This design comes from an exercise in tuning for a short achievable clock period and few clock cycles per item on the open sky130 flow, not from production work.
In this exercise RTL edits were held to simulation tests only and were not proved equivalent to the original.
Power and IR drop assume default switching activity.

`config.mk`:
```
export PLATFORM = sky130hd
export DESIGN_NAME = rv_core
export DESIGN_NICKNAME = rv_core
export VERILOG_FILES = /design/flow/design.v
export SDC_FILE = /design/flow/constraint.sdc
export NUM_CORES = 4
export LEC_CHECK = 0
export ABC_CLOCK_PERIOD_IN_PS = 3000
export CAP_MARGIN = 20
export CELL_PAD_IN_SITES_DETAIL_PLACEMENT = 1
export CELL_PAD_IN_SITES_GLOBAL_PLACEMENT = 2
export CORE_MARGIN = 2
export CORE_UTILIZATION = 35
export SETUP_SLACK_MARGIN = 5
export SLEW_MARGIN = 20
```
`constraint.sdc`:
```
create_clock -name core_clock -period 8.0 [get_ports {clk}]
set_input_delay 1.6000 -clock core_clock [delete_from_list [all_inputs] [get_ports {clk}]]
set_output_delay 1.6000 -clock core_clock [all_outputs]
set_load 0.01 [all_outputs]
```
`design.v`:
```
package rv_pkg;
    typedef logic [32-1:0] word_t;
    typedef logic [$clog2(32)-1:0] reg_addr_t;
    typedef enum logic [2:0] {
        ALU_ADD = 3'd0,
        ALU_SUB = 3'd1,
        ALU_AND = 3'd2,
        ALU_OR  = 3'd3,
        ALU_SLT = 3'd5
    } alu_op_e;
    typedef enum logic [1:0] {
        RES_ALU = 2'd0,
        RES_MEM = 2'd1,
        RES_PC4 = 2'd2
    } result_src_e;
    typedef enum logic [1:0] {
        IMM_I = 2'd0,
        IMM_S = 2'd1,
        IMM_B = 2'd2,
        IMM_J = 2'd3
    } imm_src_e;
    typedef enum logic [1:0] {
        FWD_REG = 2'd0,
        FWD_WB  = 2'd1,
        FWD_MEM = 2'd2
    } fwd_sel_e;
endpackage
`timescale 1ns/1ps
module rv_add #(
    parameter int W = 32
) (
    input  logic [W-1:0] a,
    input  logic [W-1:0] b,
    input  logic         cin,
    output logic [W-1:0] s
);
    localparam int LV = $clog2(W);
    logic [W-1:0] g [LV+1];
    logic [W-1:0] p [LV+1];
    logic [W-1:0] x;
    assign x = a ^ b;
    always_comb begin
        g[0] = a & b;
        p[0] = x;
        g[0][0] = (a[0] & b[0]) | (x[0] & cin);
        for (int l = 0; l < LV; l++) begin
            for (int i = 0; i < W; i++) begin
                if (i >= (1 << l)) begin
                    g[l+1][i] = g[l][i] | (p[l][i] & g[l][i-(1<<l)]);
                    p[l+1][i] = p[l][i] & p[l][i-(1<<l)];
                end else begin
                    g[l+1][i] = g[l][i];
                    p[l+1][i] = p[l][i];
                end
            end
        end
        s[0] = x[0] ^ cin;
        for (int i = 1; i < W; i++) begin
            s[i] = x[i] ^ g[LV][i-1];
        end
    end
endmodule
`timescale 1ns/1ps
module rv_core (
    input  logic              clk,
    input  logic              rst,
    output rv_pkg::word_t     imem_addr,
    input  rv_pkg::word_t     imem_data,
    output logic              wb_valid,
    output rv_pkg::reg_addr_t wb_rd,
    output rv_pkg::word_t     wb_data
);
    localparam int AW = $clog2(64);
    localparam int NB = 4;       
    logic [31:0] regs [1:31];
    logic [31:0] dmem [64];
    logic [31:0] pc_f;
    logic        v_d;
    logic        pred_d;         
    logic        hit1_d, hit2_d;  
    logic        byp1_d, byp2_d;  
    logic [31:0] ir_d, pc_d, pc4_d, rv1_d, rv2_d;
    logic [NB-1:0] bt_v;
    logic [29:0]   bt_tag [NB];
    logic [31:0]   bt_tgt [NB];
    logic [$clog2(NB)-1:0] bt_ptr;
    logic        v_e;
    logic        wen_e;          
    logic        st_e, br_e;
    logic        sub_e;          
    logic        s_and_e, s_or_e, s_slt_e, s_ld_e, s_sum_e;
    logic        fwd_a_e, fwd_b_e, fwd_s_e;
    logic [31:0] op_a_e, op_b_e, st_d_e, tgt_e;
    logic [AW-1:0] ea_e;
    logic [4:0]  rd_e;
    logic [6:0]  opc;
    logic [2:0]  f3;
    logic [4:0]  rs1, rs2, rd;
    logic        is_r, is_i, is_ld, is_st, is_br, is_jal;
    logic        wen_d;
    assign opc = ir_d[6:0];
    assign f3  = ir_d[14:12];
    assign rs1 = ir_d[19:15];
    assign rs2 = ir_d[24:20];
    assign rd  = ir_d[11:7];
    assign is_r   = (opc == 7'b0110011);
    assign is_i   = (opc == 7'b0010011);
    assign is_ld  = (opc == 7'b0000011);
    assign is_st  = (opc == 7'b0100011);
    assign is_br  = (opc == 7'b1100011);
    assign is_jal = (opc == 7'b1101111);
    assign wen_d  = (is_r | is_i | is_ld | is_jal) && rd != 5'd0;
    logic [4:0]  rs1_f, rs2_f;
    logic [31:0] rf1_f, rf2_f;
    logic        hit1_f, hit2_f, byp1_f, byp2_f;
    assign rs1_f = imem_data[19:15];
    assign rs2_f = imem_data[24:20];
    always_comb begin
        if (rs1_f == 5'd0)                    rf1_f = '0;
        else if (wb_valid && wb_rd == rs1_f)  rf1_f = wb_data;
        else                                  rf1_f = regs[rs1_f];
        if (rs2_f == 5'd0)                    rf2_f = '0;
        else if (wb_valid && wb_rd == rs2_f)  rf2_f = wb_data;
        else                                  rf2_f = regs[rs2_f];
        hit1_f = v_d && wen_d && rd == rs1_f;
        hit2_f = v_d && wen_d && rd == rs2_f;
        byp1_f = v_e && wen_e && rd_e == rs1_f;
        byp2_f = v_e && wen_e && rd_e == rs2_f;
    end
    logic        bt_hit;
    logic [31:0] bt_npc;
    logic [31:0] pc4_f;
    rv_add #(.W(30)) u_pc4 (.a(pc_f[31:2]), .b(30'd1), .cin(1'b0), .s(pc4_f[31:2]));
    assign pc4_f[1:0] = pc_f[1:0];
    always_comb begin
        bt_hit = 1'b0;
        bt_npc = '0;
        for (int i = 0; i < NB; i++) begin
            if (bt_v[i] && bt_tag[i] == pc_f[31:2]) begin
                bt_hit = 1'b1;
                bt_npc = bt_npc | bt_tgt[i];
            end
        end
    end
    logic [31:0] imm_i, imm_s, imm_b, imm_j;
    logic [31:0] val1, val2;
    logic        sub_d, s_and_d, s_or_d, s_slt_d, s_sum_d;
    logic [31:0] op_a_d, op_b_d;
    logic [7:0]  ea_d;
    logic [31:0] btgt_d, jtgt_d, tgt_d;
    logic        eq_d;
    logic        br_late_d;      
    logic        jmp_d;          
    logic        bad_pred_d;     
    logic        redir_d, stall_d, redir_e;
    assign imm_i = {{20{ir_d[31]}}, ir_d[31:20]};
    assign imm_s = {{20{ir_d[31]}}, ir_d[31:25], ir_d[11:7]};
    assign imm_b = {{20{ir_d[31]}}, ir_d[7], ir_d[30:25], ir_d[11:8], 1'b0};
    assign imm_j = {{12{ir_d[31]}}, ir_d[19:12], ir_d[20], ir_d[30:21], 1'b0};
    rv_add #(.W(32)) u_btgt (.a(pc_d), .b(imm_b), .cin(1'b0), .s(btgt_d));
    rv_add #(.W(32)) u_jtgt (.a(pc_d), .b(imm_j), .cin(1'b0), .s(jtgt_d));
    rv_add #(.W(8))  u_ea   (.a(val1[7:0]), .b(is_st ? imm_s[7:0] : imm_i[7:0]), .cin(1'b0),
                             .s(ea_d));
    always_comb begin
        val1    = byp1_d ? wb_data : rv1_d;
        val2    = byp2_d ? wb_data : rv2_d;
        case ({byp1_d, byp2_d})
            2'b00:   eq_d = (rv1_d == rv2_d);
            2'b01:   eq_d = (rv1_d == wb_data);
            2'b10:   eq_d = (wb_data == rv2_d);
            default: eq_d = 1'b1;
        endcase
        s_slt_d = (is_r | is_i) && f3 == 3'b010;
        s_or_d  = (is_r | is_i) && f3 == 3'b110;
        s_and_d = (is_r | is_i) && f3 == 3'b111;
        sub_d   = s_slt_d | (is_r && f3 == 3'b000 && ir_d[30]);
        s_sum_d = ~(s_slt_d | s_or_d | s_and_d | is_ld);
        op_a_d  = is_jal ? pc_d : val1;
        if (is_i | is_ld)  op_b_d = imm_i;
        else if (is_st)    op_b_d = imm_s;
        else if (is_jal)   op_b_d = 32'd4;
        else               op_b_d = val2;
        jmp_d   = is_jal | (is_br & rs1 == rs2);
        br_late_d  = is_br & (hit1_d | hit2_d) & ~jmp_d;
        bad_pred_d = pred_d & ~jmp_d;
        redir_d = v_d & ((jmp_d & ~pred_d) | bad_pred_d
                         | (is_br & ~hit1_d & ~hit2_d & eq_d));
        tgt_d   = bad_pred_d ? pc4_d : is_jal ? jtgt_d : btgt_d;
    end
    assign stall_d = v_d & (is_ld | is_st) & hit1_d;
    logic [31:0] a, bx, sum, res, ld_data, st_data;
    logic        slt, eq_e;
    rv_add #(.W(32)) u_alu (.a(a), .b(bx), .cin(sub_e), .s(sum));
    always_comb begin
        a       = fwd_a_e ? wb_data : op_a_e;
        bx      = fwd_b_e ? (wb_data ^ {32{sub_e}}) : op_b_e;
        slt     = (a[31] ^ ~bx[31]) ? a[31] : sum[31];
        case ({fwd_a_e, fwd_b_e})
            2'b00:   eq_e = (op_a_e == op_b_e);
            2'b01:   eq_e = (op_a_e == wb_data);
            2'b10:   eq_e = (wb_data == op_b_e);
            default: eq_e = 1'b1;
        endcase
        ld_data = dmem[ea_e];
        st_data = fwd_s_e ? wb_data : st_d_e;
        res     = ({32{s_and_e}} & (a & bx))
                | ({32{s_or_e}}  & (a | bx))
                | ({32{s_slt_e}} & {31'd0, slt})
                | ({32{s_ld_e}}  & ld_data)
                | ({32{s_sum_e}} & sum);
    end
    assign redir_e = v_e & br_e & eq_e;
    logic [31:0] npc, npc_seq;
    always_comb begin
        if (stall_d)       npc_seq = pc_f;
        else if (bt_hit)   npc_seq = bt_npc;
        else               npc_seq = pc4_f;
        if (redir_e)       npc = tgt_e;
        else if (redir_d)  npc = tgt_d;
        else               npc = npc_seq;
    end
    assign imem_addr = pc_f;
    logic bt_ins;
    assign bt_ins = v_d && jmp_d && !pred_d && !redir_e;
    always_ff @(posedge clk or posedge rst) begin
        if (rst) begin
            pc_f     <= '0;
            v_d      <= 1'b0;
            pred_d   <= 1'b0;
            bt_v     <= '0;
            bt_ptr   <= '0;
            v_e      <= 1'b0;
            wb_valid <= 1'b0;
        end else begin
            pc_f     <= npc;
            v_d      <= ~(redir_e | redir_d) & (v_d | ~stall_d);
            if (!stall_d) begin
                pred_d <= bt_hit;
            end
            if (bt_ins) begin
                bt_v[bt_ptr] <= 1'b1;
                bt_ptr       <= bt_ptr + 1'b1;
            end
            v_e      <= v_d & ~redir_e & ~stall_d;
            wb_valid <= v_e & wen_e;
        end
    end
    always_ff @(posedge clk) begin
        if (stall_d) begin
            rv1_d  <= val1;
            rv2_d  <= val2;
            hit1_d <= 1'b0;
            hit2_d <= 1'b0;
            byp1_d <= hit1_d;
            byp2_d <= hit2_d;
        end else begin
            ir_d   <= imem_data;
            pc_d   <= pc_f;
            pc4_d  <= pc4_f;
            rv1_d  <= rf1_f;
            rv2_d  <= rf2_f;
            hit1_d <= hit1_f;
            hit2_d <= hit2_f;
            byp1_d <= byp1_f;
            byp2_d <= byp2_f;
        end
    end
    always_ff @(posedge clk) begin
        if (bt_ins) begin
            bt_tag[bt_ptr] <= pc_d[31:2];
            bt_tgt[bt_ptr] <= tgt_d;
        end
    end
    always_ff @(posedge clk) begin
        wen_e   <= wen_d;
        st_e    <= is_st;
        br_e    <= br_late_d;
        sub_e   <= sub_d;
        s_and_e <= s_and_d;
        s_or_e  <= s_or_d;
        s_slt_e <= s_slt_d;
        s_ld_e  <= is_ld;
        s_sum_e <= s_sum_d;
        fwd_a_e <= hit1_d & ~is_jal;
        fwd_b_e <= hit2_d & (is_r | is_br);
        fwd_s_e <= hit2_d;
        op_a_e  <= op_a_d;
        op_b_e  <= sub_d ? ~op_b_d : op_b_d;
        st_d_e  <= val2;
        ea_e    <= ea_d[AW+1:2];
        tgt_e   <= btgt_d;
        rd_e    <= rd;
    end
    always_ff @(posedge clk) begin
        wb_rd   <= rd_e;
        wb_data <= res;
    end
    always_ff @(posedge clk) begin
        if (v_e && st_e) begin
            dmem[ea_e] <= st_data;
        end
    end
    always_ff @(posedge clk or posedge rst) begin
        if (rst) begin
            for (int i = 1; i < 32; i++) begin
                regs[i] <= '0;
            end
        end else if (wb_valid) begin
            regs[wb_rd] <= wb_data;
        end
    end
endmodule
```
`run.sh`:
```
#!/bin/bash
# synth_recipe.tcl (not shown) runs the flow's synth.tcl, then flattens the netlist and writes it again
# the make line also repeats each setting of config.mk as NAME=value (left out here)
make -C /OpenROAD-flow-scripts/flow DESIGN_CONFIG=/design/flow/config.mk WORK_HOME=/design/flow/orfs CLKGATE_MAP_FILE= SYNTH_SCRIPT=/design/flow/synth_recipe.tcl finish
```
==> results.cfg, run 1 <==
[cts]
cts_sinks = 3680
cts_htree_levels = 5
max-clock-path-buffers = 4
numCtsBuffers = 407
worstSkewPairLatency_ps = 1060
cts_tree = built
cts_root_buffer = clkbuf_16
holdBufCountCts = 0
clk_pin_slew_ps = 60

[layout]
drive_gt1_share_pct = 35.2
most-common-layout-cells = edfxtp_1, a22oi_1, mux2_2
num-nets-final = 12373
syn2layout_area_growth_pct = 29.1
fin_cells = 18500
final_common_cell = edfxtp_1

[worst_setup_path]
crit_slowest_cell = dfxtp_1
startpoint_type = register
critPathBufInv = 3
cp-end-kind = register
crit_path_frequent_cell = nand3_4
path_class = reg -> reg
required_ps = 8910
worstRegToRegCells = 12
path_delay_family = simple AND/OR/NAND/NOR gates
cp_max_fo = 6
cpPeakStageDelay_ps = 910
path_cells = xor2_1, nor4_1, nand4_1, or3_1, o311ai_4, buf_6, nand3_4, buf_12, buf_8, nand3_4, o22a_1, o221a_1
arrival_ps = 4790
rr_startpoint = rv1_d[21]
timing.rr.end = pc_f[28]
reg2reg_setup_slack_ps = 4120

[timing]
hold_violations = 0
max_freq_mhz = 258
period_share_pct = 48.5
setup_viol = 0
min_period_ps = 3880
tightest_slew_ps = 1260
relSlewSlack_pct = 13.3
clock_skew_ps = 117
rsz0062_at_grt = yes
slew_viol_final = 0

[hold_path]
worstHoldPathCells = 0
hp-class = reg -> reg
hold_path_end = wb_rd[0]
hold_start = rd_e[0]

[global_routing]
grtUsageTotal_pct = 33.8
antenna_found_initial = 55
first_global_vias = 117188
grt_pass1_wl_mm = 1050
grt-ovfl-total = 0
grt_start_max_net_pins = 142

[floorplanning]
core_mm2 = 0.444
rows = 245
die_area_mm2 = 0.451
die_w_um = 672
initial_core_util_pct = 35.1
die_h_um = 672
ios = 104

[drt]
detail-route-antenna-nets = 0
initialDrtViolationCount = 17494
viasPerCell = 6.51
drtPass1Iterations = 13
wl_per_cell_um = 44.4
vias = 120437
remaining_drc_errors = 0
wl_mm = 821

[place]
dpl.cell_count = 16644
io_buffers = 103
dp_hpwl_mm = 458
place.gp.congestion = 0.969

[logic_synthesis]
netlist_area_mm2 = 0.156
synth-seq-cells = 3680
synth_top_cell_area_share_pct = 46.0
synth-edff-count = 2390
synth_area_leaders = edfxtp_1, dfrtp_1, a22oi_1
ys_warn_count = 11
yosysSeqAreaShare_pct = 65.9
synth_cell_types = 99
synth_nets = 11187
synth_ff_type = edfxtp_1
yosys.area.top_type = edfxtp_1
avgSynthCellArea_um2 = 14.2
synthArstFlopShare_pct = 28.1
syn_inst = 11021

[power]
power.density_mw_per_mm2 = 224
p_leak_nw = 73.1
peakVddDrop_uv = 227
power_w = 0.0451

[outcome]
status = finished clean

[flow_run]
cap_violations = 0
per-stage QoR:
stage | util (%) | setup WS [ps] | hold slack [ps] | TNS, ps | instance area (um^2)
detailed placement | 37.5 | 1440 | 387 | 0 | 166000
finish | 45.3 | 4120 | 387 | 0 | 201000
global route | 45.3 | 4120 | 400 | 0 | 201000
CTS | 43.3 | 4160 | 387 | 0 | 193000
global placement | 37.4 | 1470 | 380 | 0 | 166000
floorplan | - | -7850 | 373 | -8120840 | 156000
routing by layer:
layer	share of wire, %	vias up	track usage [%]
met1	38	63679	43.8
li1	-	46179	-
met2	44	8097	52.2
met3	10	2454	7.20
met5	0.12	-	0.223
met4	7.7	28	20.1
final cells by class:
cell class | instances | area, um^2
fillers | 43375 | 243000
flip-flops and latches | 3680 | 103000
multi-input cells | 6333 | 56600
repair buffers | 1648 | 20700
clock buffers | 562 | 11200
well taps | 5928 | 7420
clock inverters | 190 | 1760
inverters | 135 | 579
diodes | 22 | 55.1
repair inverters | 2 | 22.5
synthesized netlist by cell type (all sizes together) (15+ instances only):
library cell,number
edfxtp,2390
a22oi,1740
mux2,1088
dfrtp,1034
clkbuf,597
a21oi,359
nor2,342
nand2,330
xnor2,329
buf,287
dfxtp,256
nand4,252
o21ai,149
a41oi,148
inv,134
nand3,133
ha,127
mux2i,118
xor2,111
nor4,101
a221oi,99
nor3,98
a22o,93
a31oi,91
a222oi,69
o22ai,50
or3,47
a21o,40
and3,34
and4,32
o32ai,26
and2,22
or4,20
a211oi,18
nand2b,18
nor2b,18
o211ai,18
a221o,16
o221a,15
state kept, by name, indices dropped and copies added (netlist names), 120 cells and up:
register  cells
bt_tgt      128
dmem       2048
regs        992
bt_tag      120
how the worst max path moves through the flow:
| stage | startpoint | endpoint | slack [ps] | depth (start not counted) |
|---|---|---|---|---|
| floorplan | rst | bt_ptr[0] | -7850 | 1 |
| global route | sub_e | wb_data[31] | 4120 | 16 |
| detailed placement | imem_data[24] | rv2_d[22] | 1440 | 11 |
| global placement | imem_data[24] | rv2_d[22] | 1470 | 11 |
| finish | rv1_d[21] | pc_f[28] | 4120 | 12 |
| CTS | sub_e | wb_data[31] | 4160 | 16 |
cell families after synthesis:
group	Yosys count	share of synthesized area, %
flops	3680	65.9
compound gates	3039	14.3
simple gates	1505	5.02
mux	1206	8.61
buf+inv	1019	2.62
xor+xnor	440	2.49
fa+ha+maj	132	1.08
power breakdown:
part | switching (W) | internal [W]
clock network | 0.00819 | 0.0106
logic | 0.00352 | 0.00194
registers | 0.000331 | 0.0205
repair_timing:
item	4_1_cts	5_1_grt
hold endpoints to repair	0	0
pin swaps	309	489
resized for setup	1625	837
cloned	88	56
buffers inserted	574	362
endpoints found under the setup margin	3132	814
Testbench counts, summed over its fixed seeds: cycles 41,970, instrs 38,009.
==> run 2: changes to the inputs <==
--- a/design.v
+++ b/design.v
@@ -131,5 +131,5 @@
     logic [31:0] bt_npc;
     logic [31:0] pc4_f;
-    rv_add #(.W(30)) u_pc4 (.a(pc_f[31:2]), .b(30'd1), .cin(1'b0), .s(pc4_f[31:2]));
+    assign pc4_f[31:2] = pc_f[31:2] + 30'd1;
     assign pc4_f[1:0] = pc_f[1:0];
     always_comb begin
@@ -158,17 +158,11 @@
     assign imm_b = {{20{ir_d[31]}}, ir_d[7], ir_d[30:25], ir_d[11:8], 1'b0};
     assign imm_j = {{12{ir_d[31]}}, ir_d[19:12], ir_d[20], ir_d[30:21], 1'b0};
-    rv_add #(.W(32)) u_btgt (.a(pc_d), .b(imm_b), .cin(1'b0), .s(btgt_d));
-    rv_add #(.W(32)) u_jtgt (.a(pc_d), .b(imm_j), .cin(1'b0), .s(jtgt_d));
-    rv_add #(.W(8))  u_ea   (.a(val1[7:0]), .b(is_st ? imm_s[7:0] : imm_i[7:0]), .cin(1'b0),
-                             .s(ea_d));
+    assign btgt_d = pc_d + imm_b;
+    assign jtgt_d = pc_d + imm_j;
+    assign ea_d   = val1[7:0] + (is_st ? imm_s[7:0] : imm_i[7:0]);
     always_comb begin
         val1    = byp1_d ? wb_data : rv1_d;
         val2    = byp2_d ? wb_data : rv2_d;
-        case ({byp1_d, byp2_d})
-            2'b00:   eq_d = (rv1_d == rv2_d);
-            2'b01:   eq_d = (rv1_d == wb_data);
-            2'b10:   eq_d = (wb_data == rv2_d);
-            default: eq_d = 1'b1;
-        endcase
+        eq_d    = (rv1_d == rv2_d);
         s_slt_d = (is_r | is_i) && f3 == 3'b010;
         s_or_d  = (is_r | is_i) && f3 == 3'b110;
@@ -182,8 +176,8 @@
         else               op_b_d = val2;
         jmp_d   = is_jal | (is_br & rs1 == rs2);
-        br_late_d  = is_br & (hit1_d | hit2_d) & ~jmp_d;
+        br_late_d  = is_br & (hit1_d | hit2_d | byp1_d | byp2_d) & ~jmp_d;
         bad_pred_d = pred_d & ~jmp_d;
         redir_d = v_d & ((jmp_d & ~pred_d) | bad_pred_d
-                         | (is_br & ~hit1_d & ~hit2_d & eq_d));
+                         | (is_br & ~hit1_d & ~hit2_d & ~byp1_d & ~byp2_d & eq_d));
         tgt_d   = bad_pred_d ? pc4_d : is_jal ? jtgt_d : btgt_d;
     end
@@ -191,15 +185,14 @@
     logic [31:0] a, bx, sum, res, ld_data, st_data;
     logic        slt, eq_e;
-    rv_add #(.W(32)) u_alu (.a(a), .b(bx), .cin(sub_e), .s(sum));
+    logic [32:0] sum33;      
+    assign sum33 = {a[31], a} + {bx[31], bx} + {32'd0, sub_e};
+    assign sum   = sum33[31:0];
     always_comb begin
         a       = fwd_a_e ? wb_data : op_a_e;
         bx      = fwd_b_e ? (wb_data ^ {32{sub_e}}) : op_b_e;
-        slt     = (a[31] ^ ~bx[31]) ? a[31] : sum[31];
-        case ({fwd_a_e, fwd_b_e})
-            2'b00:   eq_e = (op_a_e == op_b_e);
-            2'b01:   eq_e = (op_a_e == wb_data);
-            2'b10:   eq_e = (wb_data == op_b_e);
-            default: eq_e = 1'b1;
-        endcase
+        slt     = sum33[32];
+        if (fwd_a_e)       eq_e = (wb_data == op_b_e);
+        else if (fwd_b_e)  eq_e = (op_a_e == wb_data);
+        else               eq_e = (op_a_e == op_b_e);
         ld_data = dmem[ea_e];
         st_data = fwd_s_e ? wb_data : st_d_e;
@@ -222,5 +215,5 @@
     assign imem_addr = pc_f;
     logic bt_ins;
-    assign bt_ins = v_d && jmp_d && !pred_d && !redir_e;
+    assign bt_ins = v_d && jmp_d && !pred_d;
     always_ff @(posedge clk or posedge rst) begin
         if (rst) begin
==> results.cfg, run 2 <==
[worst_setup_path]
crit_start = sub_e
arrival_ps = 4370
startpoint_type = register
rr_startpoint = sub_e
cp-end-kind = register
worstRegToRegCells = 16
reg2reg_setup_slack_ps = 4430
timing.rr.end = wb_data[30]
path_class = reg -> reg
required_ps = 8800
cp_max_fo = 4

[logic_synthesis]
synthArstFlopShare_pct = 28.1
yosysMostFrequentCell = edfxtp_1
synth_common_cells = edfxtp_1, a22oi_1, mux2_2
synth_top_cell_area_share_pct = 46.4
yosys.area.top_type = edfxtp_1
syn_inst = 10968
synth-edff-count = 2390
synth_area_leaders = edfxtp_1, dfrtp_1, mux2_2
synth-seq-cells = 3680
netlist_area_mm2 = 0.155
ys_warn_count = 2
synth_cell_types = 85
synth_nets = 11127
synth_ff_type = edfxtp_1
avgSynthCellArea_um2 = 14.1
yosysSeqAreaShare_pct = 66.4

[place]
place.gp.congestion = 0.951
place_area_mm2 = 0.165
dp_hpwl_mm = 454
io_buffers = 103

[timing]
setup_viol = 0
rsz0062_at_grt = yes
max_freq_mhz = 280
slew_viol_final = 0
hold_violations = 0
period_share_pct = 44.6
relSlewSlack_pct = 17.4
tightest_slew_ps = 1240
fin_tns_setup_ps = 0
min_period_ps = 3570
clock_skew_ps = 104

[layout]
largest-register = dmem
largest_reg_flops = 2048
syn2layout_area_growth_pct = 32.5
fin_area_mm2 = 0.205
most-common-layout-cells = edfxtp_1, a22oi_1, mux2_2
final_common_cell = edfxtp_1
drive_gt1_share_pct = 37.9
num-nets-final = 12443
reg_top3 = dmem x2048, regs x992, bt_tgt x128

[floorplanning]
ios = 104
initial_core_util_pct = 35.1
rows = 244
die_area_mm2 = 0.447
die_w_um = 669
die_h_um = 669
core_mm2 = 0.441

[global_routing]
grtUsageTotal_pct = 35.4
grt_pass1_wl_mm = 1080
antenna_found_initial = 56
grt-ovfl-total = 0
grt_start_max_net_pins = 160
first_global_vias = 116140

[power]
p_leak_nw = 74.3
power.density_mw_per_mm2 = 238
peakVddDrop_uv = 195

[drt]
detail-route-antenna-nets = 0
initialDrtViolationCount = 16375
wl_mm = 840
viasPerCell = 6.48
drtPass1Iterations = 9
vias = 120311
wl_per_cell_um = 45.2
remaining_drc_errors = 0

[cts]
clk_pin_slew_ps = 70
cts_sinks = 3680
cts_htree_levels = 5
numCtsBuffers = 408
max-clock-path-buffers = 4
cts_tree = built
holdBufCountCts = 0
worstSkewPairLatency_ps = 1050
cts_root_buffer = clkbuf_16

[hold_path]
hold_start = rd_e[2]
hold_path_end = wb_rd[2]
worstHoldPathCells = 0
hp-class = reg -> reg

[flow_run]
cap_violations = 0

[outcome]
status = finished clean
-- run 2: cell families after synthesis --
| group | count (synthesis) | synth area share [%] |
|---|---|---|
| flip-flops | 3680 | 66.4 |
| adder cells (fa/ha/maj) | 125 | 1.03 |
| AO/OA/AOI/OAI | 3024 | 14.2 |
| buffers and inverters | 1025 | 2.55 |
| AND/OR/NAND/NOR | 1519 | 4.96 |
| XOR/XNOR | 419 | 2.37 |
| multiplexers | 1176 | 8.47 |
-- run 2: area by class of cell --
cell class | count | area [um^2]
Timing Repair Buffer | 1774 | 22600
Tap cell | 5904 | 7390
Sequential cell | 3680 | 103000
Multi-Input combinational cell | 6274 | 57500
Clock buffer | 531 | 11200
Fill cell | 42832 | 236000
Clock inverter | 233 | 2540
Timing Repair inverter | 1 | 5.00
Antenna cell | 28 | 70.1
Inverter | 145 | 589
-- run 2: per-stage QoR --
step	setup slack [ps]	hold slack, ps	util, %	std cells	power [W]
floorplan	-7850	360	-	10968	0.0240
global placement	1420	390	37.5	16582	0.0265
detailed placement	1430	400	37.5	16588	0.0265
CTS	4520	399	44.5	18166	0.0480
global route	4390	399	46.5	18545	0.0498
finish	4430	386	46.5	18570	0.0488
-- run 2: what timing repair did --
item,in CTS,in global routing
gates cloned,102,47
resized for setup,1976,891
pin swaps,392,489
setup buffers,712,329
setup endpoints to repair,3086,1313
-- run 2: layer usage --
| metal | part of all wire (%) | global-route usage [%] | vias up | routed length (um) |
|---|---|---|---|---|
| li1 | - | - | 46197 | - |
| met1 | 39 | 46.1 | 64139 | 324000 |
| met2 | 44 | 54.4 | 7588 | 370000 |
| met3 | 9.7 | 7.71 | 2349 | 81500 |
| met4 | 7.6 | 20.8 | 38 | 63700 |
| met5 | 0.046 | 0 | - | 385 |
-- run 2: worst max-delay path by stage --
stage          depth (start not counted)  slack [ps]     endpoint
2_1_floorplan                          1       -7850    bt_ptr[0]
3_3_place_gp                          11        1420    rv2_d[31]
3_5_place_dp                          11        1430    rv2_d[31]
4_1_cts                               16        4520  wb_data[30]
5_1_grt                               16        4390  wb_data[30]
6_report                              16        4430  wb_data[30]
-- run 2: power breakdown --
group | internal, W | switching, W | total, W
Clock | 0.0114 | 0.00829 | 0.0197
Combinational | 0.00312 | 0.00483 | 0.00795
Sequential | 0.0208 | 0.000356 | 0.0211
Total | 0.0353 | 0.0135 | 0.0488
-- run 2: worst max-delay path, stage by stage, from the launching register on --
cell,delay [ps]
dfxtp_4,400
buf_12,160
buf_4,130
buf_8,120
fa_2,410
inv_2,70
fa_2,220
nand2b_4,150
a21oi_4,70
o21ai_4,220
a21oi_4,110
o41ai_4,350
o21ai_2,90
buf_4,150
o41a_1,400
nand4b_1,160
o311ai_2,120
Testbench counts of run 2, summed over its fixed seeds: cycles 41,973, instrs 38,009.
==> run 3: changes to the inputs <==
--- a/config.mk
+++ b/config.mk
@@ -11,5 +11,5 @@
 export CELL_PAD_IN_SITES_GLOBAL_PLACEMENT = 2
 export CORE_MARGIN = 2
-export CORE_UTILIZATION = 35
+export CORE_UTILIZATION = 50
 export SETUP_SLACK_MARGIN = 5
 export SLEW_MARGIN = 20
==> results.cfg, run 3 <==
[logic_synthesis]
synth-seq-cells = 3680
synth_area_leaders = edfxtp_1, dfrtp_1, mux2_2
synth_top_cell_area_share_pct = 46.4
synth_ff_type = edfxtp_1
netlist_area_mm2 = 0.155
synth-edff-count = 2390
synthArstFlopShare_pct = 28.1
synth_nets = 11127
synth_cell_types = 85
synth_common_cells = edfxtp_1, a22oi_1, mux2_2
syn_inst = 10968
ys_warn_count = 2
avgSynthCellArea_um2 = 14.1
yosys.area.top_type = edfxtp_1
yosysSeqAreaShare_pct = 66.4
yosysMostFrequentCell = edfxtp_1

[timing]
tightest_slew_ps = 1370
min_period_ps = 3720
clock_skew_ps = 95.9
rsz0062_at_grt = yes
holdWs_ps = 416
relSlewSlack_pct = 5.93
setup_viol = 0
max_freq_mhz = 269
slew_viol_final = 0
hold_violations = 0
period_share_pct = 46.5

[floorplanning]
core_mm2 = 0.308
rows = 204
ios = 104
die_area_mm2 = 0.314
die_h_um = 560
die_w_um = 560
initial_core_util_pct = 50.2

[worst_setup_path]
cp_max_fo = 18
timing.rr.end = pc_f[20]
required_ps = 8890
cp-end-kind = register
rr_startpoint = rv2_d[25]
path_class = reg -> reg
arrival_ps = 4620
startpoint_type = register
crit_start = rv2_d[25]
reg2reg_setup_slack_ps = 4280
worstRegToRegCells = 11

[drt]
vias = 125815
wl_per_cell_um = 48.4
viasPerCell = 7.57
drtPass1Iterations = 14
initialDrtViolationCount = 23166
remaining_drc_errors = 0
detail-route-antenna-nets = 0
wl_mm = 804

[cts]
cts_htree_levels = 5
cts_sinks = 3680
holdBufCountCts = 0
cts_tree = built
numCtsBuffers = 388
max-clock-path-buffers = 4
clk_pin_slew_ps = 70
cts_root_buffer = clkbuf_16
worstSkewPairLatency_ps = 1020

[global_routing]
grtUsageTotal_pct = 47.5
grt_pass1_wl_mm = 1020
grt-ovfl-total = 0
first_global_vias = 118673
grt_start_max_net_pins = 179
antenna_found_initial = 91

[flow_run]
cap_violations = 0

[hold_path]
worstHoldPathCells = 0
hp-class = reg -> reg
hold_start = rd_e[0]
hold_path_end = wb_rd[0]

[place]
place_area_mm2 = 0.163
io_buffers = 103
place.gp.congestion = 1.01
dp_hpwl_mm = 420

[layout]
largest-register = dmem
largest_reg_flops = 2048
syn2layout_area_growth_pct = 28.4
drive_gt1_share_pct = 36.1
num-nets-final = 12271
final_common_cell = edfxtp_1
reg_top3 = dmem x2048, regs x992, bt_tgt x128
most-common-layout-cells = edfxtp_1, a22oi_1, mux2_2
fin_area_mm2 = 0.199

[power]
power.density_mw_per_mm2 = 240
pwr-share-seq_pct = 44.5
peakVddDrop_uv = 299
comb_power_share_pct = 16.7
p_leak_nw = 72.3
switching_power_w = 0.0134
p_int_w = 0.0342
p_sw_share_pct = 28.2
power_frac_clock_pct = 38.8

[outcome]
status = finished clean
-- run 3: per-stage QoR --
| stage | setup WS [ps] | utilization (%) | instances | setup TNS (ps) | power (W) |
|---|---|---|---|---|---|
| floorplan | -7850 | - | 10968 | -8120840 | 0.0240 |
| global placement | 2210 | 52.8 | 14762 | 0 | 0.0263 |
| finish | 4280 | 64.4 | 16614 | 0 | 0.0477 |
| CTS | 4660 | 61.6 | 16184 | 0 | 0.0462 |
| global route | 4440 | 64.4 | 16571 | 0 | 0.0483 |
| detailed placement | 2230 | 52.8 | 14765 | 0 | 0.0264 |
-- run 3: power by group through the flow --
stage	clock [W]	combinational, W	sequential (W)
global route	0.0191	0.00801	0.0212
detailed placement	0	0.00476	0.0217
CTS	0.0184	0.00669	0.0212
finish	0.0185	0.00794	0.0212
global placement	0	0.00464	0.0217
floorplan	0	0.00267	0.0214
-- run 3: critical path, stage by stage, from the launching register on --
cell and delay, ps:
dfxtp_1 340, xnor2_2 420, nand4_1 530, nor4_4 690, nand4_1 230, buf_6 210, and2_4 200, buf_12 180
nand4_1 110, a21oi_1 50, or4_4 530, o21ai_2 130
-- run 3: cell families (layout without fill, tap and decap cells) --
group | count (synthesis) | count (layout) | synth area share [%]
other | 0 | 54 | 0
AND/OR/NAND/NOR | 1519 | 1528 | 4.96
multiplexers | 1176 | 1176 | 8.47
buffers and inverters | 1025 | 2488 | 2.55
XOR/XNOR | 419 | 419 | 2.37
AO/OA/AOI/OAI | 3024 | 3024 | 14.2
adder cells (fa/ha/maj) | 125 | 125 | 1.03
flip-flops | 3680 | 3680 | 66.4
-- run 3: repair_timing --
action	in CTS	in global routing
resized for setup	1747	898
setup buffers	611	324
setup endpoints to repair	2648	1344
cloned	90	51
pin swaps	345	469
-- run 3: how the worst max path moves through the flow --
stage | endpoint | depth (start not counted)
floorplan | bt_ptr[0] | 1
global placement | rv1_d[0] | 12
detailed placement | rv1_d[0] | 13
CTS | imem_addr[16] | 1
global route | wb_data[2] | 9
finish | pc_f[20] | 11
-- run 3: area by class of cell --
| type | instances | area, um^2 |
|---|---|---|
| Antenna cell | 54 | 135 |
| Tap cell | 4120 | 5150 |
| Clock buffer | 516 | 10600 |
| Timing Repair Buffer | 1625 | 20400 |
| Fill cell | 27458 | 110000 |
| Multi-Input combinational cell | 6272 | 56700 |
| Sequential cell | 3680 | 103000 |
| Inverter | 145 | 562 |
| Clock inverter | 202 | 2160 |
-- run 3: layer usage --
layer / vias to the layer above / share of wire, % / GRT usage [%]
met5: - / 0.23 / 0.843
li1: 45813 / - / -
met1: 64733 / 35 / 61.6
met3: 3493 / 16 / 20.5
met2: 11692 / 41 / 66.1
met4: 84 / 8.0 / 27.2
==> run 4: changes to the inputs <==
--- a/design.v
+++ b/design.v
@@ -178,9 +178,14 @@
         br_late_d  = is_br & (hit1_d | hit2_d | byp1_d | byp2_d) & ~jmp_d;
         bad_pred_d = pred_d & ~jmp_d;
-        redir_d = v_d & ((jmp_d & ~pred_d) | bad_pred_d
-                         | (is_br & ~hit1_d & ~hit2_d & ~byp1_d & ~byp2_d & eq_d));
+        redir_d = v_d & (jq_d | (bq_d & eq_d));
         tgt_d   = bad_pred_d ? pc4_d : is_jal ? jtgt_d : btgt_d;
     end
-    assign stall_d = v_d & (is_ld | is_st) & hit1_d;
+    logic jmp_f;                 
+    logic jq_d;                  
+    logic bq_d;                  
+    assign jmp_f = (imem_data[6:0] == 7'b1101111)
+                 | (imem_data[6:0] == 7'b1100011 && rs1_f == rs2_f);
+    logic stall_q;               
+    assign stall_d = stall_q;
     logic [31:0] a, bx, sum, res, ld_data, st_data;
     logic        slt, eq_e;
@@ -220,4 +225,5 @@
             pc_f     <= '0;
             v_d      <= 1'b0;
+            stall_q  <= 1'b0;
             pred_d   <= 1'b0;
             bt_v     <= '0;
@@ -228,4 +234,6 @@
             pc_f     <= npc;
             v_d      <= ~(redir_e | redir_d) & (v_d | ~stall_d);
+            stall_q  <= ~(redir_e | redir_d) & ~stall_d & hit1_f
+                        & (imem_data[6:0] == 7'b0000011 || imem_data[6:0] == 7'b0100011);
             if (!stall_d) begin
                 pred_d <= bt_hit;
@@ -254,4 +262,7 @@
             rv2_d  <= rf2_f;
             hit1_d <= hit1_f;
+            jq_d   <= jmp_f ^ bt_hit;
+            bq_d   <= (imem_data[6:0] == 7'b1100011) && rs1_f != rs2_f
+                      && !hit1_f && !hit2_f && !byp1_f && !byp2_f;
             hit2_d <= hit2_f;
             byp1_d <= byp1_f;
--- a/config.mk
+++ b/config.mk
@@ -11,5 +11,5 @@
 export CELL_PAD_IN_SITES_GLOBAL_PLACEMENT = 2
 export CORE_MARGIN = 2
-export CORE_UTILIZATION = 50
+export CORE_UTILIZATION = 35
 export SETUP_SLACK_MARGIN = 5
 export SLEW_MARGIN = 20
==> results.cfg, run 4 <==
[drt]
drtPass1Iterations = 12
viasPerCell = 6.51
vias = 118179
initialDrtViolationCount = 17639
remaining_drc_errors = 0
wl_per_cell_um = 44.3
detail-route-antenna-nets = 0
wl_mm = 805

[floorplanning]
die_h_um = 669
die_w_um = 669
rows = 244
ios = 104
core_mm2 = 0.441
initial_core_util_pct = 35.1
die_area_mm2 = 0.448

[logic_synthesis]
yosysMostFrequentCell = edfxtp_1
netlist_area_mm2 = 0.155
ys_warn_count = 2
synth_top_cell_area_share_pct = 46.4
synth_common_cells = edfxtp_1, a22oi_1, mux2_2
synth_nets = 11073
synth_ff_type = edfxtp_1
synth-seq-cells = 3683
yosysSeqAreaShare_pct = 66.4
synth_area_leaders = edfxtp_1, dfrtp_1, mux2_2
synth-edff-count = 2392
avgSynthCellArea_um2 = 14.2
yosys.area.top_type = edfxtp_1
syn_inst = 10915
synth_cell_types = 84
synthArstFlopShare_pct = 28.1

[cts]
max-clock-path-buffers = 4
clk_pin_slew_ps = 70
cts_tree = built
holdBufCountCts = 0
worstSkewPairLatency_ps = 1050
cts_root_buffer = clkbuf_16
cts_htree_levels = 5
cts_sinks = 3683
numCtsBuffers = 404

[layout]
largest_reg_flops = 2048
n_fill_cell = 43142
fin_cells = 18152
syn2layout_area_growth_pct = 27.0
reg_top3 = dmem x2048, regs x992, bt_tgt x128
largest-register = dmem
fin_area_mm2 = 0.197
final_common_cell = edfxtp_1
most-common-layout-cells = edfxtp_1, a22oi_1, mux2_2
num-nets-final = 12038
fin_util_pct = 44.6
drive_gt1_share_pct = 33.7

[timing]
max_freq_mhz = 293
clock_skew_ps = 148
holdWs_ps = 391
relSlewSlack_pct = 9.49
setup_viol = 0
min_period_ps = 3410
period_share_pct = 42.7
slew_viol_final = 0
fin_tns_setup_ps = 0
tightest_slew_ps = 1360
hold_violations = 0
rsz0062_at_grt = yes

[power]
p_sw_share_pct = 27.4
p_leak_nw = 70.6
peakVddDrop_uv = 196
power.density_mw_per_mm2 = 243
comb_power_share_pct = 15.2
p_int_w = 0.0347
power_frac_clock_pct = 40.7
switching_power_w = 0.0131
pwr-share-seq_pct = 44.2

[worst_setup_path]
rr_startpoint = ea_e[0]
path_class = reg -> reg
crit_path_frequent_cell = a221oi_2
arrival_ps = 4260
startpoint_type = register
cpPeakStageDelay_ps = 700
required_ps = 8850
cp-end-kind = register
worstRegToRegCells = 11
crit_slowest_cell = nor4_4
cp_max_fo = 21
reg2reg_setup_slack_ps = 4590
crit_start = ea_e[0]
path_cells = and3b_4, buf_4, buf_16, buf_8, a22o_1, a221oi_2, a31oi_2, nor4_4, nand3_2, a221oi_2, o311ai_2

[place]
place.gp.congestion = 0.953
place_area_mm2 = 0.165
io_buffers = 103
dp_hpwl_mm = 440
dpl.cell_count = 16480

[global_routing]
grtUsageTotal_pct = 34.6
grt_pass1_wl_mm = 1060
antenna_found_initial = 90
grt-ovfl-total = 0
grt_start_max_net_pins = 146
first_global_vias = 115256

[hold_path]
hold_start = rd_e[0]
hp-class = reg -> reg
worstHoldPathCells = 0

[outcome]
status = finished clean

[flow_run]
cap_violations = 0
run 4: path summary, 6_finish.rpt:
kind                                end
max                         wb_data[30]
min                            wb_rd[0]
max reg2reg                 wb_data[30]
min reg2reg                    wb_rd[0]
max in group asynchronous  regs[28][13]
min in group asynchronous   regs[1][15]
run 4: kinds of logic after synthesis:
kind of cell / Yosys count / share of synthesized area [%]
adders and majority gates: 124 / 1.02
AOI/OAI and AO/OA: 2996 / 14.2
buffers and inverters: 1026 / 2.55
DFF: 3683 / 66.4
and+or+nand+nor: 1471 / 4.77
muxes: 1191 / 8.61
xor gates and xnor gates: 424 / 2.40
run 4: area by class of cell:
cell class                      instances  area, um^2  area share [%]
Sequential cell                      3683      103000            52.4
Multi-Input combinational cell       6221       54800            27.9
Timing Repair Buffer                 1432       17100            8.70
Clock buffer                          520       11100            5.63
Tap cell                             5904        7390            3.76
Clock inverter                        231        2570            1.31
Inverter                              138         539           0.274
Antenna cell                           23        57.6          0.0293
run 4: routing by layer:
metal	vias to the layer above	track usage [%]	part of all wire (%)
met3	2101	11.0	12
met4	68	15.1	5.4
li1	45388	-	-
met5	-	0.354	0.10
met2	7765	50.8	43
met1	62857	46.7	40
run 4: power groups by stage:
stage / Sequential [W] / Clock (W) / Combinational [W]
2_1_floorplan: 0.0213 / 0 / 0.00264
3_3_place_gp: 0.0217 / 0 / 0.00463
3_5_place_dp: 0.0217 / 0 / 0.00472
4_1_cts: 0.0211 / 0.0196 / 0.00667
5_1_grt: 0.0211 / 0.0203 / 0.00745
6_report: 0.0211 / 0.0194 / 0.00725
run 4: critical path: cells and delay by family, from the launching register on:
kind,cells,cell delay (ps)
flops,1,400
buf+inv,3,500
simple gates,3,1180
compound gates,5,1150
run 4: stage by stage:
stage          setup WS [ps]  power (W)
2_1_floorplan          -7870     0.0240
3_3_place_gp            2270     0.0264
3_5_place_dp            2250     0.0265
4_1_cts                 4600     0.0474
5_1_grt                 4510     0.0489
6_report                4590     0.0478
run 4: what timing repair did:
action	4_1_cts	5_1_grt
endpoints found under the setup margin	3498	883
resized for setup	1544	452
cloned	93	22
endpoints found under the hold margin	0	0
pin swaps	302	281
setup buffers	629	153
Testbench counts of run 4, summed over its fixed seeds: cycles 41,673, instrs 38,009.
==> run 5: changes to the inputs <==
--- a/design.v
+++ b/design.v
@@ -82,5 +82,5 @@
     logic [31:0] ir_d, pc_d, pc4_d, rv1_d, rv2_d;
     logic [NB-1:0] bt_v;
-    logic [29:0]   bt_tag [NB];
+    logic [9:0]    bt_tag [NB];
     logic [31:0]   bt_tgt [NB];
     logic [$clog2(NB)-1:0] bt_ptr;
@@ -133,9 +133,11 @@
     assign pc4_f[31:2] = pc_f[31:2] + 30'd1;
     assign pc4_f[1:0] = pc_f[1:0];
+    logic pc_lo_f;               
+    assign pc_lo_f = (pc_f[31:12] == 20'd0);
     always_comb begin
         bt_hit = 1'b0;
         bt_npc = '0;
         for (int i = 0; i < NB; i++) begin
-            if (bt_v[i] && bt_tag[i] == pc_f[31:2]) begin
+            if (bt_v[i] && pc_lo_f && bt_tag[i] == pc_f[11:2]) begin
                 bt_hit = 1'b1;
                 bt_npc = bt_npc | bt_tgt[i];
@@ -220,5 +222,7 @@
     assign imem_addr = pc_f;
     logic bt_ins;
-    assign bt_ins = v_d && jmp_d && !pred_d;
+    assign bt_ins = v_d && jmp_d && !pred_d && pc_d[31:12] == 20'd0;
+    logic       bt_wr;
+    logic [9:0] bt_wtag;
     always_ff @(posedge clk or posedge rst) begin
         if (rst) begin
@@ -227,4 +231,5 @@
             stall_q  <= 1'b0;
             pred_d   <= 1'b0;
+            bt_wr    <= 1'b0;
             bt_v     <= '0;
             bt_ptr   <= '0;
@@ -239,5 +244,6 @@
                 pred_d <= bt_hit;
             end
-            if (bt_ins) begin
+            bt_wr    <= bt_ins & ~redir_e;
+            if (bt_wr) begin
                 bt_v[bt_ptr] <= 1'b1;
                 bt_ptr       <= bt_ptr + 1'b1;
@@ -271,7 +277,8 @@
     end
     always_ff @(posedge clk) begin
-        if (bt_ins) begin
-            bt_tag[bt_ptr] <= pc_d[31:2];
-            bt_tgt[bt_ptr] <= tgt_d;
+        bt_wtag <= pc_d[11:2];
+        if (bt_wr) begin
+            bt_tag[bt_ptr] <= bt_wtag;
+            bt_tgt[bt_ptr] <= pc_f;
         end
     end
==> results.cfg, run 5 <==
[floorplanning]
die_w_um = 663
rows = 241
die_h_um = 663
core_mm2 = 0.432
ios = 104
die_area_mm2 = 0.439
initial_core_util_pct = 35.2

[drt]
initialDrtViolationCount = 15499
drtPass1Iterations = 10
remaining_drc_errors = 0
detail-route-antenna-nets = 0
wl_mm = 762
wl_per_cell_um = 43.4
viasPerCell = 6.46
vias = 113438

[layout]
final_common_cell = edfxtp_1
most-common-layout-cells = edfxtp_1, mux2_2, a22oi_1
multi_input_area_mm2 = 0.0533
n_fill_cell = 42277
regArea_mm2 = 0.101
num-nets-final = 11653
reg_top3 = dmem x2048, regs x992, bt_tgt x128
largest-register = dmem
fin_area_mm2 = 0.191
syn2layout_area_growth_pct = 25.7
drive_gt1_share_pct = 32.8
largest_reg_flops = 2048

[worst_setup_path]
required_ps = 8830
timing.rr.end = wb_data[31]
worstRegToRegCells = 14
endpoint = wb_data[31]
startpoint_type = register
arrival_ps = 4460
cpPeakStageDelay_ps = 410
path_cells = buf_12, buf_4, xnor2_1, a21oi_1, ha_2, o211a_1, and3_4, o31a_4, a41oi_4, o21ai_4, a31oi_4, o311ai_4, xnor2_1, o21ai_1
path_class = reg -> reg
cp-end-kind = register
crit_start = sub_e
crit_path_frequent_cell = xnor2_1
rr_startpoint = sub_e
crit_slowest_cell = a21oi_1
reg2reg_setup_slack_ps = 4370
cp_max_fo = 7

[global_routing]
gr-max-usage-layer = met2
use_met1_pct = 42.5
antenna_found_initial = 58
grt-ovfl-total = 0
grtUsageTotal_pct = 33.0
first_global_vias = 112446
grt_start_max_net_pins = 140
grt_pass1_wl_mm = 1010
grtUsageMet2_pct = 52.2
grt_use_met3_pct = 7.33

[timing]
slew_viol_final = 0
holdWs_ps = 388
fin_tns_setup_ps = 0
tightest_slew_ps = 1310
setup_viol = 0
max_freq_mhz = 275
period_share_pct = 45.4
clock_skew_ps = 73.5
min_period_ps = 3630
rsz0062_at_grt = yes
relSlewSlack_pct = 12.6
hold_violations = 0
fin_ws_ps = 4370

[logic_synthesis]
synth_top_cell_area_share_pct = 45.7
synth_cell_types = 89
yosys.area.top_type = edfxtp_1
synth-seq-cells = 3614
syn_inst = 10679
avgSynthCellArea_um2 = 14.2
yosysMostFrequentCell = edfxtp_1
synth_ff_type = edfxtp_1
synth_common_cells = edfxtp_1, mux2_2, a22oi_1
synth_area_leaders = edfxtp_1, dfrtp_1, mux2_2
ys_warn_count = 2
synth_nets = 10839
yosysSeqAreaShare_pct = 66.3
synthArstFlopShare_pct = 28.7
synth-edff-count = 2312
netlist_area_mm2 = 0.152

[cts]
holdBufCountCts = 0
clk_pin_slew_ps = 70
max-clock-path-buffers = 4
cts_tree = built
worstSkewPairLatency_ps = 1030
cts_sinks = 3614
cts_root_buffer = clkbuf_16
numCtsBuffers = 394
cts_htree_levels = 5

[power]
switching_power_w = 0.0122
p_int_w = 0.0338
power_w = 0.0460
comb_power_share_pct = 13.7
power.density_mw_per_mm2 = 241
power_frac_clock_pct = 41.3
p_sw_share_pct = 26.5
p_leak_nw = 68.3
pwr-share-seq_pct = 45.0
peakVddDrop_uv = 233

[place]
io_buffers = 103
dp_slack_ps = 2380
dp_hpwl_mm = 410
place.gp.congestion = 0.940
place_area_mm2 = 0.161

[outcome]
status = finished clean

[flow_run]
cap_violations = 0

[hold_path]
hp-class = reg -> reg
## run 5: critical path, delay by kind of cell (launching register included)
kind	cells	cell delay [ps]
adder cells (fa/ha/maj)	1	400
XOR/XNOR	2	280
buffers and inverters	2	290
AND/OR/NAND/NOR	1	200
AO/OA/AOI/OAI	8	1900
flip-flops	1	380
## run 5: cells by family (layout without fill, tap and decap cells)
| family | count (synthesis) | in the layout | share of synthesized area (%) |
|---|---|---|---|
| multiplexers | 1199 | 1199 | 8.84 |
| adder cells (fa/ha/maj) | 126 | 126 | 1.06 |
| AO/OA/AOI/OAI | 2978 | 2979 | 14.5 |
| other | 0 | 22 | 0 |
| buffers and inverters | 1004 | 2147 | 2.60 |
| flip-flops | 3614 | 3614 | 66.3 |
| AND/OR/NAND/NOR | 1412 | 1418 | 4.65 |
| XOR/XNOR | 346 | 346 | 2.00 |
## run 5: final cells by class
type / count / share of cell area (%)
antenna: 22 / 0.0289
clock buffer: 524 / 5.69
clock inverter: 208 / 1.23
inverter: 136 / 0.280
multi-input combinational: 6068 / 28.0
sequential: 3614 / 52.9
tap: 5710 / 3.75
timing repair buffer: 1279 / 8.17
## run 5: what timing repair did
| item | CTS | global route |
|---|---|---|
| setup buffers | 552 | 156 |
| endpoints found under the setup margin | 2711 | 325 |
| gates resized for setup | 1431 | 479 |
| pin swaps | 277 | 281 |
| gates cloned | 72 | 25 |
| endpoints found under the hold margin | 0 | 0 |
## run 5: layer usage
metal / vias to the layer above / routed length (um)
li1: 44197 / -
met3: 2155 / 69400
met1: 60195 / 297000
met5: - / 116
met2: 6877 / 345000
met4: 14 / 51200
## run 5: through the flow
stage,instances,utilization [%]
floorplan,10679,-
global route,17541,44.2
finish,17561,44.2
global placement,15997,37.4
CTS,17356,43.2
detailed placement,16000,37.4
## run 5: power groups by stage
stage	Clock, W	Combinational (W)	Sequential [W]
6_report	0.0190	0.00628	0.0207
5_1_grt	0.0199	0.00653	0.0207
4_1_cts	0.0192	0.00576	0.0207
3_5_place_dp	0	0.00415	0.0213
3_3_place_gp	0	0.00409	0.0213
2_1_floorplan	0	0.00247	0.0209
## run 5: worst min path at each step
stage	startpoint	end	slack (ps)	depth (start not counted)
after floorplan	hit2_d	fwd_s_e	360	0
after global placement	rd_e[0]	wb_rd[0]	380	0
after detailed placement	rd_e[4]	wb_rd[4]	380	0
after CTS	rd_e[4]	wb_rd[4]	380	0
after global routing	rd_e[4]	wb_rd[4]	400	0
final	rd_e[4]	wb_rd[4]	390	0
Testbench counts of run 5, summed over its fixed seeds: cycles 41,673, instrs 38,009.
==> run 6: changes to the inputs <==
--- a/design.v
+++ b/design.v
@@ -82,4 +82,5 @@
     logic [31:0] ir_d, pc_d, pc4_d, rv1_d, rv2_d;
     logic [NB-1:0] bt_v;
+    logic [NB-1:0] bt_k;         
     logic [9:0]    bt_tag [NB];
     logic [31:0]   bt_tgt [NB];
@@ -129,4 +130,5 @@
     end
     logic        bt_hit;
+    logic        bt_hitj;        
     logic [31:0] bt_npc;
     logic [31:0] pc4_f;
@@ -136,10 +138,12 @@
     assign pc_lo_f = (pc_f[31:12] == 20'd0);
     always_comb begin
-        bt_hit = 1'b0;
-        bt_npc = '0;
+        bt_hit  = 1'b0;
+        bt_hitj = 1'b0;
+        bt_npc  = '0;
         for (int i = 0; i < NB; i++) begin
             if (bt_v[i] && pc_lo_f && bt_tag[i] == pc_f[11:2]) begin
-                bt_hit = 1'b1;
-                bt_npc = bt_npc | bt_tgt[i];
+                bt_hit  = 1'b1;
+                bt_hitj = bt_hitj | ~bt_k[i];
+                bt_npc  = bt_npc | bt_tgt[i];
             end
         end
@@ -221,7 +225,12 @@
     end
     assign imem_addr = pc_f;
-    logic bt_ins;
-    assign bt_ins = v_d && jmp_d && !pred_d && pc_d[31:12] == 20'd0;
+    logic        lt_v;
+    logic [31:0] lt_pc4;
+    logic [9:0]  lt_tag;
+    logic bt_ins, bt_fold;
+    assign bt_fold = is_jal && rd == 5'd0 && lt_v && lt_pc4 == pc_d;
+    assign bt_ins  = v_d && jmp_d && !pred_d && pc_d[31:12] == 20'd0;
     logic       bt_wr;
+    logic       bt_wk;
     logic [9:0] bt_wtag;
     always_ff @(posedge clk or posedge rst) begin
@@ -233,4 +242,5 @@
             bt_wr    <= 1'b0;
             bt_v     <= '0;
+            lt_v     <= 1'b0;
             bt_ptr   <= '0;
             v_e      <= 1'b0;
@@ -242,7 +252,12 @@
                         & (imem_data[6:0] == 7'b0000011 || imem_data[6:0] == 7'b0100011);
             if (!stall_d) begin
-                pred_d <= bt_hit;
+                pred_d <= bt_hitj;
             end
             bt_wr    <= bt_ins & ~redir_e;
+            if (redir_e) begin
+                lt_v <= 1'b0;
+            end else if (v_d && !stall_d) begin
+                lt_v <= ~redir_d & ~jmp_d & (pc_d[31:12] == 20'd0);
+            end
             if (bt_wr) begin
                 bt_v[bt_ptr] <= 1'b1;
@@ -268,5 +283,5 @@
             rv2_d  <= rf2_f;
             hit1_d <= hit1_f;
-            jq_d   <= jmp_f ^ bt_hit;
+            jq_d   <= jmp_f ^ bt_hitj;
             bq_d   <= (imem_data[6:0] == 7'b1100011) && rs1_f != rs2_f
                       && !hit1_f && !hit2_f && !byp1_f && !byp2_f;
@@ -277,6 +292,12 @@
     end
     always_ff @(posedge clk) begin
-        bt_wtag <= pc_d[11:2];
+        bt_wtag <= bt_fold ? lt_tag : pc_d[11:2];
+        bt_wk   <= bt_fold;
+        if (v_d && !stall_d) begin
+            lt_pc4 <= pc4_d;
+            lt_tag <= pc_d[11:2];
+        end
         if (bt_wr) begin
+            bt_k[bt_ptr]   <= bt_wk;
             bt_tag[bt_ptr] <= bt_wtag;
             bt_tgt[bt_ptr] <= pc_f;
==> results.cfg, run 6 <==
[drt]
detail-route-antenna-nets = 0
wl_mm = 801
initialDrtViolationCount = 16392
viasPerCell = 6.48
wl_per_cell_um = 43.9
remaining_drc_errors = 0
vias = 118243
drtPass1Iterations = 10

[cts]
cts_sinks = 3662
numCtsBuffers = 400
worstSkewPairLatency_ps = 1050
cts_tree = built
cts_htree_levels = 5
cts_root_buffer = clkbuf_16
clk_pin_slew_ps = 70
max-clock-path-buffers = 4
holdBufCountCts = 0

[place]
dp_hpwl_mm = 445
dpl.cell_count = 16553
place_area_mm2 = 0.164
io_buffers = 103
place.gp.congestion = 0.940

[timing]
period_share_pct = 43.7
holdWs_ps = 344
relSlewSlack_pct = 12.6
min_period_ps = 3500
max_freq_mhz = 286
slew_viol_final = 0
setup_viol = 0
clock_skew_ps = 106
hold_violations = 0
rsz0062_at_grt = yes
tightest_slew_ps = 1310
fin_tns_setup_ps = 0

[floorplanning]
ios = 104
core_mm2 = 0.441
die_area_mm2 = 0.447
initial_core_util_pct = 35.1
die_w_um = 669
die_h_um = 669
rows = 244

[logic_synthesis]
synth_nets = 11182
yosys.area_share.simple_pct = 5.23
synthAdderAreaFrac_pct = 1.03
synth_cell_types = 93
netlist_area_mm2 = 0.155
synth_top_family_by_area = compound AO/OA/AOI/OAI gates
synth_compound_area_share_pct = 14.3
synth-edff-count = 2358
synth_xor_xnor_area_share_pct = 2.15
synthMuxAreaShare_pct = 8.69
yosysMostFrequentCell = edfxtp_1
synth_area_leaders = edfxtp_1, dfrtp_1, mux2_2
synthArstFlopShare_pct = 28.3
synth_top_cell_area_share_pct = 45.8
avgSynthCellArea_um2 = 14.0
syn_inst = 11023
synth_ff_type = edfxtp_1
synth-seq-cells = 3662
ys_warn_count = 2
yosys.area.top_type = edfxtp_1
synth_common_cells = edfxtp_1, a22oi_1, mux2_2
yosysSeqAreaShare_pct = 66.0

[layout]
num-nets-final = 12158
reg_top3 = dmem x2048, regs x992, bt_tgt x128
largest_reg_flops = 2048
drive_gt1_share_pct = 33.5
final_common_cell = edfxtp_1
n_fill_cell = 43558
largest-register = dmem
fin_cells = 18261
fin_area_mm2 = 0.196
most-common-layout-cells = edfxtp_1, a22oi_1, mux2_2
syn2layout_area_growth_pct = 26.7

[worst_setup_path]
crit_cells = 10
endpoint = pc_f[18]
timing.rr.end = pc_f[18]
crit_slowest_cell = xnor2_4
path_cells = xnor2_4, nand4_1, or4_4, o31a_4, buf_12, buf_6, nand4b_1, o31ai_1, o311ai_1, o21a_1
arrival_ps = 4370
startpoint_type = register
reg2reg_setup_slack_ps = 4500
worstRegToRegCells = 10
rr_startpoint = rv1_d[6]
required_ps = 8880
cp-end-kind = register
path_class = reg -> reg
cp_max_fo = 28
path_delay_family = simple AND/OR/NAND/NOR gates
crit_start = rv1_d[6]
critPathBufInv = 2
cpPeakStageDelay_ps = 550

[power]
p_int_w = 0.0335
power.density_mw_per_mm2 = 236
p_sw_share_pct = 27.5
peakVddDrop_uv = 193
p_leak_nw = 72.1
switching_power_w = 0.0127
power_frac_clock_pct = 39.6
comb_power_share_pct = 14.6
pwr-share-seq_pct = 45.8

[global_routing]
grtUsageTotal_pct = 34.0
grt_pass1_wl_mm = 1040
antenna_found_initial = 55
first_global_vias = 115559
grt-ovfl-total = 0
grt_start_max_net_pins = 153

[flow_run]
cap_violations = 0

[outcome]
status = finished clean

[hold_path]
hold_start = hit2_d
hp-class = reg -> reg
==> run 6: changes by cell type in the layout (fill, tap and decap cells not counted), sizes merged, moves of 17 or more <==
cell	delta
or3	+41
a22oi	+302
clkbuf	+39
a221oi	-145
o32ai	+26
buf	+162
bufinv	-26
inv	-26
nand2	+168
and3	+17
xnor2	+29
a22o	-143
nor3	-59
edfxtp	+46
==> run 6: how the worst min path moves through the flow <==
stage | endpoint | slack, ps | cells past startpoint
after global routing | fwd_s_e | 340 | 0
after floorplan | fwd_s_e | 360 | 0
after global placement | wb_rd[1] | 380 | 0
after detailed placement | wb_rd[1] | 380 | 0
final | fwd_s_e | 340 | 0
after CTS | fwd_s_e | 310 | 0
==> run 6: through the flow <==
step	utilization (%)	worst slack, ps	total power, W
final	44.5	4500	0.0462
after global routing	44.4	4440	0.0473
after CTS	42.8	4360	0.0456
after detailed placement	37.3	1770	0.0263
after global placement	37.3	1830	0.0262
after floorplan	-	-7900	0.0239
==> run 6: power groups by stage <==
| stage | Combinational, W | Sequential, W | Clock, W |
|---|---|---|---|
| 2_1_floorplan | 0.00262 | 0.0213 | 0 |
| 3_3_place_gp | 0.00445 | 0.0218 | 0 |
| 4_1_cts | 0.00608 | 0.0211 | 0.0185 |
| 5_1_grt | 0.00699 | 0.0211 | 0.0192 |
| 3_5_place_dp | 0.00450 | 0.0218 | 0 |
| 6_report | 0.00676 | 0.0211 | 0.0183 |
==> run 6: area by class of cell <==
type,instances,area [um^2],share of cell area [%]
antenna,30,75.1,0.0383
clock buffer,544,11000,5.63
clock inverter,186,1630,0.833
inverter,124,490,0.250
multi-input combinational,6362,55300,28.2
sequential,3662,102000,52.2
tap,5904,7390,3.77
timing repair buffer,1448,17700,9.06
timing repair inverter,1,5.00,0.00255
==> run 6: per-layer routing <==
layer,GRT usage [%],share of wire (%),vias up
met5,0.0322,0.052,-
met4,18.5,7.0,38
met3,8.12,9.4,2336
met2,52.6,45,7514
met1,43.8,39,62734
li1,-,-,45621
==> run 6: kinds of logic after synthesis <==
| logic type | Yosys count |
|---|---|
| AND/OR/NAND/NOR | 1620 |
| adder cells (fa/ha/maj) | 125 |
| XOR/XNOR | 380 |
| multiplexers | 1202 |
| flip-flops | 3662 |
| AO/OA/AOI/OAI | 3029 |
| buffers and inverters | 1005 |
==> run 6: timing repair <==
item,4_1_cts,5_1_grt
pin swaps,272,379
gates cloned,50,43
endpoints found under the setup margin,3020,696
buffers inserted,581,274
resized for setup,1450,751
Testbench counts of run 6, summed over its fixed seeds: cycles 40,446, instrs 38,009.
==> run 7: changes to the inputs <==
--- a/design.v
+++ b/design.v
@@ -72,5 +72,5 @@
 );
     localparam int AW = $clog2(64);
-    localparam int NB = 4;       
+    localparam int NB = 2;       
     logic [31:0] regs [1:31];
     logic [31:0] dmem [64];
==> results.cfg, run 7 <==
[logic_synthesis]
synth_cell_types = 88
ys_warn_count = 2
synth_common_cells = edfxtp_1, a22oi_1, mux2_2
netlist_area_mm2 = 0.151
synth-seq-cells = 3573
synth_nets = 10912
avgSynthCellArea_um2 = 14.0
yosysMostFrequentCell = edfxtp_1
synth_top_cell_area_share_pct = 45.2
synth_ff_type = edfxtp_1
yosysSeqAreaShare_pct = 65.9
syn_inst = 10760
synthArstFlopShare_pct = 28.9
yosys.area.top_type = edfxtp_1
synth_area_leaders = edfxtp_1, dfrtp_1, mux2_2
synth-edff-count = 2272

[cts]
worstSkewPairLatency_ps = 1050
clk_pin_slew_ps = 70
cts_htree_levels = 5
holdBufCountCts = 0
max-clock-path-buffers = 4
numCtsBuffers = 394
cts_sinks = 3573
cts_root_buffer = clkbuf_16
cts_tree = built

[timing]
slew_viol_final = 0
fin_tns_setup_ps = 0
min_period_ps = 3490
period_share_pct = 43.7
tightest_slew_ps = 1270
max_freq_mhz = 286
rsz0062_at_grt = yes
fin_ws_ps = 4510
relSlewSlack_pct = 15.2
setup_viol = 0
hold_violations = 0
clock_skew_ps = 99.5
holdWs_ps = 335

[global_routing]
grt-ovfl-total = 0
grt_pass1_wl_mm = 1070
grt_start_max_net_pins = 147
grtUsageTotal_pct = 36.1
first_global_vias = 113310
antenna_found_initial = 73

[place]
dpl.cell_count = 16174
dp_hpwl_mm = 458
io_buffers = 103
place.gp.congestion = 0.953
dp_slack_ps = 2070

[drt]
remaining_drc_errors = 0
drtPass1Iterations = 10
wl_mm = 824
vias = 116290
initialDrtViolationCount = 15789
wl_per_cell_um = 46.2
viasPerCell = 6.52
detail-route-antenna-nets = 0

[floorplanning]
die_w_um = 661
die_h_um = 661
rows = 241
core_mm2 = 0.430
ios = 104
initial_core_util_pct = 35.1
die_area_mm2 = 0.436

[power]
switching_power_w = 0.0127
pwr-share-seq_pct = 45.2
p_sw_share_pct = 27.8
power_frac_clock_pct = 40.1
comb_power_share_pct = 14.7
power.density_mw_per_mm2 = 235
p_leak_nw = 70.1
p_int_w = 0.0328
peakVddDrop_uv = 174

[flow_run]
cap_violations = 0

[layout]
final_common_cell = edfxtp_1
reg_top3 = dmem x2048, regs x992, bt_tgt x64
num-nets-final = 11908
largest_reg_flops = 2048
largest-register = dmem
fin_cells = 17824
drive_gt1_share_pct = 35.0
syn2layout_area_growth_pct = 28.1
most-common-layout-cells = edfxtp_1, a22oi_1, mux2_2

[worst_setup_path]
arrival_ps = 4370
critPathBufInv = 3
crit_cells = 10
endpoint = wb_data[2]
rr_startpoint = ea_e[1]
cp-end-kind = register
worstRegToRegCells = 10
crit_slowest_cell = nor4_4
timing.rr.end = wb_data[2]
path_delay_family = simple AND/OR/NAND/NOR gates
startpoint_type = register
reg2reg_setup_slack_ps = 4510
cp_max_fo = 11
crit_path_frequent_cell = buf_6
cpPeakStageDelay_ps = 660
crit_start = ea_e[1]
path_class = reg -> reg
path_cells = buf_6, buf_6, and3b_2, buf_16, a22o_1, a221oi_1, a31oi_2, nor4_4, nand3_4, a221o_1
required_ps = 8870

[outcome]
status = finished clean

[hold_path]
hp-class = reg -> reg
run 7: changes by cell type after synthesis, moves of 18 or more:
cell      delta
buf_2       -35
xor2_1      +41
xnor2_1     -70
clkbuf_1    +25
a221oi_1    -18
edfxtp_1    -86
o22ai_1     -21
a31oi_1     -22
a22oi_1     +19
a22o_1      -31
nand2_1     -44
a21oi_1     +60
run 7: area by class of cell:
type | count | area (um^2)
repair buffers | 1451 | 17800
multi-input cells | 6225 | 55400
clock inverters | 192 | 1810
diodes | 39 | 97.6
flip-flops and latches | 3573 | 99700
inverters | 111 | 459
fillers | 42255 | 237000
well taps | 5710 | 7140
clock buffers | 523 | 10900
run 7: per-stage QoR:
step | cell area [um^2] | power [W] | util (%)
finish | 193000 | 0.0455 | 45.0
global route | 193000 | 0.0466 | 44.9
CTS | 186000 | 0.0451 | 43.3
detailed placement | 161000 | 0.0256 | 37.5
global placement | 161000 | 0.0255 | 37.4
floorplan | 151000 | 0.0232 | -
run 7: repair_timing:
action	in CTS	in global routing
gates cloned	72	34
gates resized for setup	1518	781
endpoints found under the setup margin	2946	1031
buffers inserted	535	254
pin swaps	241	345
endpoints found under the hold margin	0	0
run 7: layer usage:
layer	global-route usage, %	routed length, um	up-vias
met5	0	403	-
met2	54.6	362000	7221
met4	25.7	72200	38
li1	-	-	44763
met1	45.8	316000	61918
met3	8.18	73500	2350
run 7: how the worst min path moves through the flow:
stage / cells after the start / endpoint / startpoint
finish: 0 / wb_rd[2] / rd_e[2]
global route: 0 / wb_rd[2] / rd_e[2]
CTS: 0 / wb_rd[2] / rd_e[2]
detailed placement: 0 / wb_rd[3] / rd_e[3]
global placement: 0 / wb_rd[3] / rd_e[3]
floorplan: 0 / fwd_s_e / hit2_d
run 7: power groups by stage:
stage	logic, W	clock network [W]	registers [W]
after floorplan	0.00245	0	0.0207
after global placement	0.00448	0	0.0211
after detailed placement	0.00454	0	0.0211
after CTS	0.00606	0.0185	0.0205
after global routing	0.00688	0.0191	0.0206
final	0.00669	0.0182	0.0206
run 7: cells by family (layout without fill, tap and decap cells):
| family | Yosys count | in the layout | share of synthesized area (%) |
|---|---|---|---|
| flops | 3573 | 3573 | 65.9 |
| compound gates | 3016 | 3016 | 14.5 |
| simple gates | 1534 | 1544 | 5.06 |
| mux | 1196 | 1196 | 8.87 |
| buf+inv | 972 | 2277 | 2.57 |
| xor+xnor | 351 | 351 | 2.04 |
| fa+ha+maj | 118 | 118 | 0.999 |
| other cells | 0 | 39 | 0 |
Testbench counts of run 7, summed over its fixed seeds: cycles 40,660, instrs 38,009.

Setup slack of run 7, layout unchanged: 4.505 ns with ideal ports, 4.501 ns with driving cells assumed (clock clkbuf_16, inputs buf_2), 3.620 ns with port delays also shifted by the 1.120 ns mid clock arrival.
